This design comes from an exercise in tuning for a short achievable clock period and few clock cycles per item on the open sky130 flow, not from production work.
The RTL of this run was laid out without a check of its function.
Power is estimated from default activity; no workload was simulated.

--- design/flow/config.mk ---
export PLATFORM = sky130hd
export DESIGN_NAME = lc4_cpu
export DESIGN_NICKNAME = lc4_cpu
export VERILOG_FILES = /design/flow/design.v
export SDC_FILE = /design/flow/constraint.sdc
export NUM_CORES = 4
export LEC_CHECK = 0
export ABC_CLOCK_PERIOD_IN_PS = 2000
export CAP_MARGIN = 20
export CORE_MARGIN = 2
export CORE_UTILIZATION = 40
export PLACE_DENSITY = 0.6
export SETUP_SLACK_MARGIN = 3.0
export SLEW_MARGIN = 20
--- design/flow/constraint.sdc ---
create_clock -name core_clock -period 5.2 [get_ports {gwe}]
set_input_delay 1.0400 -clock core_clock [delete_from_list [all_inputs] [get_ports {gwe}]]
set_output_delay 1.0400 -clock core_clock [all_outputs]
set_load 0.01 [all_outputs]
--- design/flow/design.v ---
`timescale 1ns/100ps
`timescale 1ns/100ps
`timescale 1ns/100ps
`timescale 1ns/100ps
`timescale 1ns/100ps
`timescale 1ns/100ps
`timescale 1ns/100ps
`timescale 1ns/100ps
`timescale 1ns/100ps
module lc4_cpu (
   input  logic        gwe,
   input  logic        i_arst_n,
   input  logic [15:0] i_imem_insn,
   output logic [15:0] o_imem_addr,
   input  logic [15:0] i_dmem_data,
   output logic [15:0] o_dmem_addr,
   output logic        o_dmem_we,
   output logic [15:0] o_dmem_wdata,
   output logic        o_retire_valid,
   output logic [15:0] o_retire_pc,
   output logic [15:0] o_retire_insn,
   output logic        o_retire_we,
   output logic [2:0]  o_retire_wsel,
   output logic [15:0] o_retire_data
);
   localparam int NB = 8;    
   function automatic logic [2:0] flags_of(input logic [15:0] w);
      flags_of = {w[15], w == 16'h0000, !w[15] && w != 16'h0000};
   endfunction
   function automatic logic [15:0] add16(input logic [15:0] a, input logic [15:0] b,
                                         input logic cin);
      logic [15:0] p, g, gp, pp, gn, pn;
      p  = a ^ b;
      g  = a & b;
      gp = g;
      pp = p;
      gp[0] = g[0] | (p[0] & cin);
      for (int l = 0; l < 4; l++) begin
         for (int i = 0; i < 16; i++) begin
            if (i >= (1 << l)) begin
               gn[i] = gp[i] | (pp[i] & gp[i - (1 << l)]);
               pn[i] = pp[i] & pp[i - (1 << l)];
            end else begin
               gn[i] = gp[i];
               pn[i] = pp[i];
            end
         end
         gp = gn;
         pp = pn;
      end
      add16 = p ^ {gp[14:0], cin};
   endfunction
   logic [15:0] pc_q;
   logic [15:0] regs [8];
   logic [2:0]  nzp_q;           
   logic        fx_valid;
   logic [15:0] fx_pc, fx_pc1, fx_insn, fx_imm, fx_tgt;
   logic [15:0] fx_a, fx_b, fx_d;    
   logic        fx_we, fx_ld, fx_st, fx_br, fx_jmp, fx_jmpr;
   logic        fx_sub;
   logic [4:0]  fx_op;               
   logic        fx_pass;             
   logic [3:0]  fx_sa, fx_sd;
   logic [4:0]  fx_sb;               
   logic        fx_pred;             
   logic        fx_stt;              
   logic [NB-1:0] fx_hit;
   logic        fx_ins_ok;           
   logic        xm_valid;
   logic [15:0] xm_pc, xm_insn, xm_alu, xm_sd;
   logic        xm_we, xm_ld, xm_st;
   logic        r_valid;
   logic [15:0] r_pc, r_insn, r_data;
   logic        r_we;
   logic [NB-1:0] bt_v;
   logic [15:0]   bt_tag [NB];
   logic [15:0]   bt_tgt [NB];
   logic [15:0]   bt_ins [NB];
   logic [NB-1:0] bt_fifo;           
   logic          bu_v;
   logic [NB-1:0] bu_sel;
   logic          bu_new;
   logic [15:0]   bu_tag, bu_tgt, bu_ins;
   logic [15:0] insn;
   logic [3:0]  op;
   logic [2:0]  rs, rt, rd;
   logic        d_we, d_ld, d_st, d_br, d_jmp, d_jmpr, d_bimm, d_sub, d_pass;
   logic [4:0]  d_op;
   logic [15:0] d_imm, pc1, joff, st_tgt;
   logic        st_taken;
   assign insn = i_imem_insn;
   assign op   = insn[15:12];
   assign rs   = insn[8:6];
   assign rt   = insn[2:0];
   assign rd   = insn[11:9];
   assign pc1  = pc_q + 16'd1;
   always_comb begin
      d_we = 1'b0; d_ld = 1'b0; d_st = 1'b0; d_br = 1'b0; d_jmp = 1'b0; d_jmpr = 1'b0;
      d_bimm = 1'b1; d_sub = 1'b0; d_pass = 1'b0; d_op = 5'b00001;
      d_imm = {{11{insn[4]}}, insn[4:0]};
      unique case (op)
         4'b0001: begin
            d_we   = insn[5] || !insn[3];
            d_bimm = insn[5];
            d_sub  = !insn[5] && insn[4];
         end
         4'b0101: begin
            d_we   = 1'b1;
            d_bimm = insn[5];
            if (insn[5]) d_op = 5'b00010;
            else unique case (insn[4:3])
               2'b00:   d_op = 5'b00010;
               2'b01:   d_op = 5'b10000;
               2'b10:   d_op = 5'b00100;
               default: d_op = 5'b01000;
            endcase
         end
         4'b0110: begin
            d_we = 1'b1; d_ld = 1'b1;
            d_imm = {{10{insn[5]}}, insn[5:0]};
         end
         4'b0111: begin
            d_st = 1'b1;
            d_imm = {{10{insn[5]}}, insn[5:0]};
         end
         4'b1001: begin
            d_we = 1'b1; d_pass = 1'b1;
            d_imm = {{7{insn[8]}}, insn[8:0]};
         end
         4'b0000: begin
            d_br  = insn[11:9] != 3'b000;
         end
         4'b1100: begin
            d_jmp  = insn[11];
            d_jmpr = !insn[11];
         end
         default: ;
      endcase
   end
   assign joff     = insn[14] ? {{5{insn[10]}}, insn[10:0]} : {{7{insn[8]}}, insn[8:0]};
   assign st_tgt   = add16(pc1, joff, 1'b0);
   assign st_taken = d_jmp || (d_br && insn[8]);
   logic [NB-1:0] hit;
   logic          hit_any;
   logic [15:0]   hit_tgt;
   logic          ins_ok;
   always_comb begin
      hit_tgt = '0;
      ins_ok  = 1'b1;
      for (int j = 0; j < NB; j++) begin
         hit[j] = bt_v[j] && bt_tag[j] == pc_q;
         hit_tgt = hit_tgt | ({16{hit[j]}} & bt_tgt[j]);
         if (hit[j] && bt_ins[j] != insn) ins_ok = 1'b0;
      end
      hit_any = |hit;
   end
   logic x_wr, m_wr;
   logic xa, xb, xd, ma, mb, md;
   assign x_wr = fx_valid && fx_we;
   assign m_wr = xm_valid && xm_we;
   assign xa = x_wr && rs == fx_insn[11:9];
   assign xb = x_wr && rt == fx_insn[11:9];
   assign xd = x_wr && rd == fx_insn[11:9];
   assign ma = m_wr && rs == xm_insn[11:9];
   assign mb = m_wr && rt == xm_insn[11:9];
   assign md = m_wr && rd == xm_insn[11:9];
   logic        mispredict, taken, pred_ok, tgt_ok, cond;
   logic [15:0] a_fwd, opb, d_fwd, alu, sum, target, next_pc;
   logic [2:0]  nzp_eff;
   assign a_fwd = ({16{fx_sa[0]}} & xm_alu) | ({16{fx_sa[1]}} & i_dmem_data)
                | ({16{fx_sa[2]}} & r_data) | ({16{fx_sa[3]}} & fx_a);
   assign opb   = ({16{fx_sb[0]}} & xm_alu) | ({16{fx_sb[1]}} & i_dmem_data)
                | ({16{fx_sb[2]}} & r_data) | ({16{fx_sb[3]}} & fx_b)
                | ({16{fx_sb[4]}} & fx_imm);
   assign d_fwd = ({16{fx_sd[0]}} & xm_alu) | ({16{fx_sd[1]}} & i_dmem_data)
                | ({16{fx_sd[2]}} & r_data) | ({16{fx_sd[3]}} & fx_d);
   assign sum = add16(a_fwd, opb ^ {16{fx_sub}}, fx_sub);
   always_comb begin
      alu = ({16{fx_op[0]}} & sum)
          | ({16{fx_op[1]}} & (a_fwd & opb))
          | ({16{fx_op[2]}} & (a_fwd | opb))
          | ({16{fx_op[3]}} & (a_fwd ^ opb))
          | ({16{fx_op[4]}} & ~a_fwd);
      if (fx_pass) alu = fx_imm;
   end
   assign nzp_eff = m_wr ? flags_of(xm_ld ? i_dmem_data : xm_alu)
                  : (r_valid && r_we) ? flags_of(r_data) : nzp_q;
   assign cond    = |(fx_insn[11:9] & nzp_eff);
   assign taken   = fx_jmp || fx_jmpr || (fx_br && cond);
   assign target  = fx_jmpr ? a_fwd : fx_tgt;
   assign tgt_ok  = fx_jmpr ? (a_fwd == pc_q) : fx_ins_ok;
   assign pred_ok = taken ? (fx_pred && tgt_ok) : !fx_pred;
   assign mispredict = fx_valid && !pred_ok;
   assign next_pc = taken ? target : fx_pc1;
   logic [15:0] res_m;
   assign res_m        = xm_ld ? i_dmem_data : xm_alu;
   assign o_dmem_addr  = xm_alu;
   assign o_dmem_we    = xm_st;
   assign o_dmem_wdata = xm_sd;
   assign o_imem_addr  = pc_q;
   assign o_retire_valid = r_valid;
   assign o_retire_pc    = r_pc;
   assign o_retire_insn  = r_insn;
   assign o_retire_we    = r_we;
   assign o_retire_wsel  = r_insn[11:9];
   assign o_retire_data  = r_data;
   always_ff @(posedge gwe or negedge i_arst_n) begin
      if (!i_arst_n)
         pc_q <= 16'h8200;
      else if (mispredict)
         pc_q <= next_pc;
      else if (hit_any)
         pc_q <= hit_tgt;
      else if (st_taken)
         pc_q <= st_tgt;
      else
         pc_q <= pc1;
   end
   always_ff @(posedge gwe or negedge i_arst_n) begin
      if (!i_arst_n) begin
         fx_valid <= 1'b0;
         fx_pc <= '0; fx_pc1 <= '0; fx_insn <= '0; fx_imm <= '0; fx_tgt <= '0;
         fx_a <= '0; fx_b <= '0; fx_d <= '0;
         fx_we <= 1'b0; fx_ld <= 1'b0; fx_st <= 1'b0; fx_br <= 1'b0; fx_jmp <= 1'b0;
         fx_jmpr <= 1'b0; fx_sub <= 1'b0; fx_op <= '0; fx_pass <= 1'b0;
         fx_sa <= '0; fx_sb <= '0; fx_sd <= '0;
         fx_pred <= 1'b0; fx_stt <= 1'b0; fx_hit <= '0; fx_ins_ok <= 1'b0;
      end else begin
         fx_valid <= !mispredict;
         fx_pc    <= pc_q;
         fx_pc1   <= pc1;
         fx_insn  <= insn;
         fx_imm   <= d_imm;
         fx_tgt   <= st_tgt;
         fx_a     <= regs[rs];
         fx_b     <= regs[rt];
         fx_d     <= regs[rd];
         fx_we <= d_we; fx_ld <= d_ld; fx_st <= d_st; fx_br <= d_br; fx_jmp <= d_jmp;
         fx_jmpr <= d_jmpr; fx_sub <= d_sub; fx_op <= d_op; fx_pass <= d_pass;
         fx_sa <= {!xa && !ma, !xa && ma, xa && fx_ld, xa && !fx_ld};
         fx_sd <= {!xd && !md, !xd && md, xd && fx_ld, xd && !fx_ld};
         fx_sb <= d_bimm ? 5'b10000
                         : {1'b0, !xb && !mb, !xb && mb, xb && fx_ld, xb && !fx_ld};
         fx_pred   <= hit_any || st_taken;
         fx_stt    <= !hit_any && st_taken;
         fx_hit    <= hit;
         fx_ins_ok <= hit_any ? ins_ok : 1'b1;
      end
   end
   always_ff @(posedge gwe or negedge i_arst_n) begin
      if (!i_arst_n) begin
         xm_valid <= 1'b0;
         xm_pc <= '0; xm_insn <= '0; xm_alu <= '0; xm_sd <= '0;
         xm_we <= 1'b0; xm_ld <= 1'b0; xm_st <= 1'b0;
      end else begin
         xm_valid <= fx_valid;
         xm_pc    <= fx_pc;
         xm_insn  <= fx_insn;
         xm_alu   <= alu;
         xm_sd    <= d_fwd;
         xm_we    <= fx_we;
         xm_ld    <= fx_ld;
         xm_st    <= fx_valid && fx_st;
      end
   end
   always_ff @(posedge gwe or negedge i_arst_n) begin
      if (!i_arst_n) begin
         for (int i = 0; i < 8; i++) regs[i] <= '0;
         nzp_q   <= 3'b010;
         r_valid <= 1'b0;
         r_pc <= '0; r_insn <= '0; r_data <= '0; r_we <= 1'b0;
      end else begin
         if (m_wr) regs[xm_insn[11:9]] <= res_m;
         if (r_valid && r_we) nzp_q <= flags_of(r_data);
         r_valid <= xm_valid;
         r_pc    <= xm_pc;
         r_insn  <= xm_insn;
         r_we    <= m_wr;
         r_data  <= m_wr ? res_m : 16'h0000;
      end
   end
   always_ff @(posedge gwe or negedge i_arst_n) begin
      if (!i_arst_n) begin
         bt_v    <= '0;
         bt_fifo <= {{(NB-1){1'b0}}, 1'b1};
         for (int j = 0; j < NB; j++) begin
            bt_tag[j] <= '0; bt_tgt[j] <= '0; bt_ins[j] <= '0;
         end
         bu_v <= 1'b0; bu_sel <= '0; bu_new <= 1'b0;
         bu_tag <= '0; bu_tgt <= '0; bu_ins <= '0;
      end else begin
         bu_v   <= fx_valid && taken && !(fx_stt && (fx_jmp || fx_br));
         bu_sel <= (fx_pred && !fx_stt) ? fx_hit : bt_fifo;
         bu_new <= !(fx_pred && !fx_stt);
         bu_tag <= fx_pc;
         bu_tgt <= target;
         bu_ins <= fx_insn;
         if (bu_v) begin
            for (int j = 0; j < NB; j++) begin
               if (bu_sel[j]) begin
                  bt_v[j]   <= 1'b1;
                  bt_tag[j] <= bu_tag;
                  bt_tgt[j] <= bu_tgt;
                  bt_ins[j] <= bu_ins;
               end
            end
            if (bu_new) bt_fifo <= {bt_fifo[NB-2:0], bt_fifo[NB-1]};
         end
      end
   end
endmodule
--- design/flow/run.sh ---
#!/bin/bash
# synth_recipe.tcl (not shown) runs the flow's synth.tcl, then flattens the netlist and writes it again
# the make line also repeats each setting of config.mk as NAME=value (left out here)
make -C /OpenROAD-flow-scripts/flow DESIGN_CONFIG=/design/flow/config.mk WORK_HOME=/design/flow/orfs CLKGATE_MAP_FILE= SYNTH_SCRIPT=/design/flow/synth_recipe.tcl finish
==> run summary <==
After synthesis, the mean cell area works out to 11.62 sq um. The analysis attributes to net switching a power of 8.289 mW. The area of the core was 98560 sq um; the part of the total power dissipated in sequential elements was 38.3%. The worst setup path is of the reg -> reg kind. The post-synthesis async set-or-reset flop share works out to 100.0%. Sorting the synthesized cells by area gives the leading types as sky130_fd_sc_hd__dfrtp_1 53%, sky130_fd_sc_hd__mux2_2 12%, sky130_fd_sc_hd__xor2_1 4.1%, sky130_fd_sc_hd__xnor2_1 3.6%, sky130_fd_sc_hd__a21oi_1 2.7%.

For the max-cap violation count, the log shows 0. Data on the critical path arrives at its endpoint at 3.87 ns. The number of enable-type register cells in the synthesized netlist works out to 0. The via total after detailed routing is 29750. The final total negative setup slack is 0 ns. The worst setup path is launched from a flop. The clock insertion delay at the later pin of the skew report came out at 0.67 ns. The part of the total power dissipated in the clock network is 28.5%. The routability congestion estimate from global placement came out at 0.9274. Registers take 21260 sq um.

The maximum buffer depth of the clock tree is 3, and the number of global-route vias before repair is 29380. The run gives 3888 as the net total in the final layout. Worst slew margin relative to its limit: 19.93%. The uppermost layer routed is met4. The hold violation total from the final report was 0; the actual slew at the worst max-slew pin was 1.168 ns.

The number of storage elements in the synthesis netlist came out at 845. The prevailing post-synth register cell was sky130_fd_sc_hd__dfrtp_1. For the worst setup path, the data required time is 5.73 ns. In the detailed route, the total length drawn on met2 is 61670 um. The worst path uses 64.24% of the clock period.

Across every metal layer, demand over resource in global routing totals 25.65%. The initial antenna violation count was 2; the placed wire-length estimate after detailed placement was 84120 um. The maximum resistive drop on vdd is 293.2 uV.

The clock transition at the registers of the reported paths came out at 0.06 ns. Global routing finished with a remaining overflow of 0. The worst setup path is captured at a flop. The share of synthesized area in the top cell type comes to 52.79%. The tree is rooted in a sky130_fd_sc_hd__clkbuf_16.

The pre-antenna-repair detailed-routing pass consisted of 6 iterations. The number of rows created at floorplan was 115; the post-route DRC violation count was 0. The number of buffers inserted during clock tree synthesis was 91. After detailed routing, the total wire length is 133200 um. After layout, the design draws a total of 23.76 mW. For this design the ratio of total power to cell area is 472.1 nW/um^2.

Synthesis handed over a netlist of 3431 instances. When the netlist entered floorplanning its net count stood at 3529. The die is 319.7 um wide.

Combinational cells account for 33.2% of the total power. The run gives 65 as the number of distinct library cells after synthesis. For the finished layout, the period the worst path requires is 3.341 ns. The tools report the total I/O pin count as 136. The tightest min-delay check is of the reg -> reg type. The pin count of the biggest net entering global routing came out at 157. The biggest area consumer among synthesized cells is sky130_fd_sc_hd__dfrtp_1. The total met3 wirelength after detailed routing is 9086 um. The setup skew after layout was 0.03835 ns.

Based on the critical path, the design can be clocked at up to 299.3 MHz. The number of routed nets with antenna violations is 0, and the initial cell density of the core is 40.44%. The run finished with no timing, DRC or antenna violations. The largest fanout on the critical path was 8; the number of design-rule violations left by the first detailed-router iteration was 2719. TritonCTS built the clock tree.

The chip height was 319.7 um; the sequential area share after synthesis was 53.06%. Setup violations remaining at the end of the flow were counted as 0. The synthesized cell area is 39860 sq um. In the final routed layout, each cell accounts on average for 25.85 um.

The tools report the global-route wire length before repair as 196900 um. The full die area is 102200 sq um. The internal power component was 15.47 mW; the via density per instance was 5.772.

For this run, the number of Yosys warnings is 5. Setup repair after global routing could not meet its margin everywhere. The multi-input combinational cells in the finished layout cover a total of 19110 sq um. The share of cells above drive strength 1 was 35.80%.

The count of buffers added on input and output ports is 135. After detailed routing, the wire length on met1 is 57090 um. CTS saw 845 sinks. The final-report max-slew violation count is 0, and the area growth from synthesis to layout is 26.22%. In this run the static leakage power is 23.40 nW. The cts-stage hold buffer count was 0. The run gives 3 as the number of H-tree branching levels. The number of filler cells placed in the layout is 8485, and the switching power share of the total is 34.89%.
==> layout by cell type, fill, tap and decap left out, types with 47 or more instances in the layout <==
master and instances:
sky130_fd_sc_hd__a21oi_1 205, sky130_fd_sc_hd__a221oi_1 47, sky130_fd_sc_hd__a22o_1 49, sky130_fd_sc_hd__a22oi_1 96, sky130_fd_sc_hd__buf_2 59, sky130_fd_sc_hd__buf_4 213
sky130_fd_sc_hd__buf_6 140, sky130_fd_sc_hd__clkbuf_16 94, sky130_fd_sc_hd__dfrtp_1 783, sky130_fd_sc_hd__dfrtp_2 47, sky130_fd_sc_hd__ha_1 48, sky130_fd_sc_hd__inv_1 69
sky130_fd_sc_hd__mux2_2 418, sky130_fd_sc_hd__mux2i_1 69, sky130_fd_sc_hd__nand2_1 159, sky130_fd_sc_hd__nor2_1 245, sky130_fd_sc_hd__o21ai_0 61, sky130_fd_sc_hd__xnor2_1 139
sky130_fd_sc_hd__xor2_1 174
==> metal layers <==
layer  vias to the layer above  track usage [%]
met5                         -                0
met4                         0            9.958
met3                       297            4.211
met2                      1196            40.39
met1                     15289            35.47
li1                      12968                -
==> Yosys cell counts (all sizes together) (22+ instances only) <==
library cell,n
a21oi,214
a221oi,79
a22o,50
a22oi,108
and2,22
and3,23
buf,61
clkbuf,169
dfrtp,841
ha,62
inv,77
mux2,419
mux2i,77
nand2,174
nand2b,23
nand3,47
nand4,45
nor2,262
nor4,57
o21ai,73
xnor2,162
xor2,185
==> flip-flops by register name, indices dropped and copies added (netlist names), 9 cells and up <==
| name | cells |
|---|---|
| bt_ins | 128 |
| bt_tag | 128 |
| bt_tgt | 128 |
| bu_ins | 16 |
| bu_tag | 16 |
| bu_tgt | 16 |
| fx_a | 16 |
| fx_b | 16 |
| fx_d | 16 |
| fx_imm | 9 |
| fx_insn | 11 |
| fx_pc | 16 |
| fx_pc1 | 16 |
| fx_tgt | 16 |
| pc_q | 16 |
| r_data | 16 |
| r_insn | 16 |
| r_pc | 16 |
| regs | 128 |
| xm_alu | 16 |
| xm_sd | 16 |
==> power groups by stage <==
| stage | Clock, mW | Combinational [mW] | Sequential (mW) |
|---|---|---|---|
| 2_1_floorplan | 0 | 3.53 | 8.69 |
| 3_3_place_gp | 0 | 5.46 | 9.40 |
| 3_5_place_dp | 0 | 5.50 | 9.41 |
| 4_1_cts | 6.85 | 7.06 | 9.06 |
| 5_1_grt | 7.14 | 8.39 | 9.23 |
| 6_report | 6.76 | 7.90 | 9.10 |
==> layout make-up <==
cell class	count	area share, %
Multi-Input combinational cell	2276	37.98
Sequential cell	845	42.25
Clock buffer	138	5.399
Inverter	82	0.6839
Timing Repair inverter	1	0.01243
Antenna cell	1	0.004974
Timing Repair Buffer	493	9.609
Tap cell	1287	3.200
Clock inverter	31	0.8654
==> cells by family after synthesis <==
kind of cell | count (synthesis) | synth area share (%)
flops | 845 | 53.06
simple gates | 696 | 8.198
compound gates | 652 | 11.14
mux | 515 | 14.87
xor+xnor | 347 | 7.624
buf+inv | 312 | 3.067
fa+ha+maj | 64 | 2.046
==> worst paths after layout <==
path	from	end	slack [ns]	cells after the start
min in group asynchronous	i_arst_n	bu_tag[3]	0.36	1
worst min register to register	fx_pc[11]	bu_tag[11]	0.34	0
worst max register to register	fx_sb[0]	xm_alu[14]	1.86	13
worst min-delay path	fx_pc[11]	bu_tag[11]	0.34	0
worst max-delay path	fx_sb[0]	xm_alu[14]	1.86	13
max in group asynchronous	i_arst_n	pc_q[3]	3.39	2
==> worst max-delay path, cell delays in order, from the launching register on <==
cell and delay, ns:
sky130_fd_sc_hd__dfrtp_4 0.52, sky130_fd_sc_hd__buf_12 0.16, sky130_fd_sc_hd__a222oi_1 0.30, sky130_fd_sc_hd__nand2_1 0.17, sky130_fd_sc_hd__xnor2_2 0.26, sky130_fd_sc_hd__ha_4 0.24
sky130_fd_sc_hd__o21a_1 0.19, sky130_fd_sc_hd__o21a_1 0.20, sky130_fd_sc_hd__o221ai_2 0.20, sky130_fd_sc_hd__a21oi_2 0.09, sky130_fd_sc_hd__or4_1 0.42, sky130_fd_sc_hd__a31oi_1 0.21
sky130_fd_sc_hd__xor2_1 0.17, sky130_fd_sc_hd__o22ai_1 0.10
==> stage by stage <==
step	hold WS [ns]	util, %	setup WS [ns]	instance area [sq um]	std cells
2_1_floorplan	0.3312	-	1.679	40560	3431
3_3_place_gp	0.3311	43.65	0.8470	43020	4716
3_5_place_dp	0.3347	43.65	0.8349	43030	4716
4_1_cts	0.3476	49.67	1.876	48950	5085
5_1_grt	0.3488	51.05	1.735	50310	5153
6_report	0.3445	51.05	1.859	50310	5154
==> what timing repair did <==
item / 4_1_cts / 5_1_grt
buffers inserted: 198 / 66
pin swaps: 89 / 95
endpoints found under the setup margin: 476 / 332
resized for setup: 825 / 177
cloned: 2 / 2

==> what the ideal ports hide <==
The results above use ideal ports. As a check the final layout listed here was re-extracted and re-timed, cells and wires unchanged.
Step 1 assumes that a clkbuf_16 drives the clock port and a buf_2 every other input.
Step 2 adds t to the input delays and takes it off the output delays; t is the mean of the earliest and latest rising clock arrival at the registers after step 1. Input paths then give back, and output paths get back, about the clock's delay inside the block.
Three values: ideal, step 1, step 2; two values: the first two.
t (ns): 0.724
slack for setup (ns): 1.859 / 1.859 / 1.161
clock arrival spread, ns: 0.042 / 0.041
worst slew at a driven data input, ns: 0.15
cell pins on the clock port's net: 1
After both steps setup and hold are still met in this run. For this run, drivers alone change the setup slack by 0.000 ns; drivers and shift together by -0.698 ns.
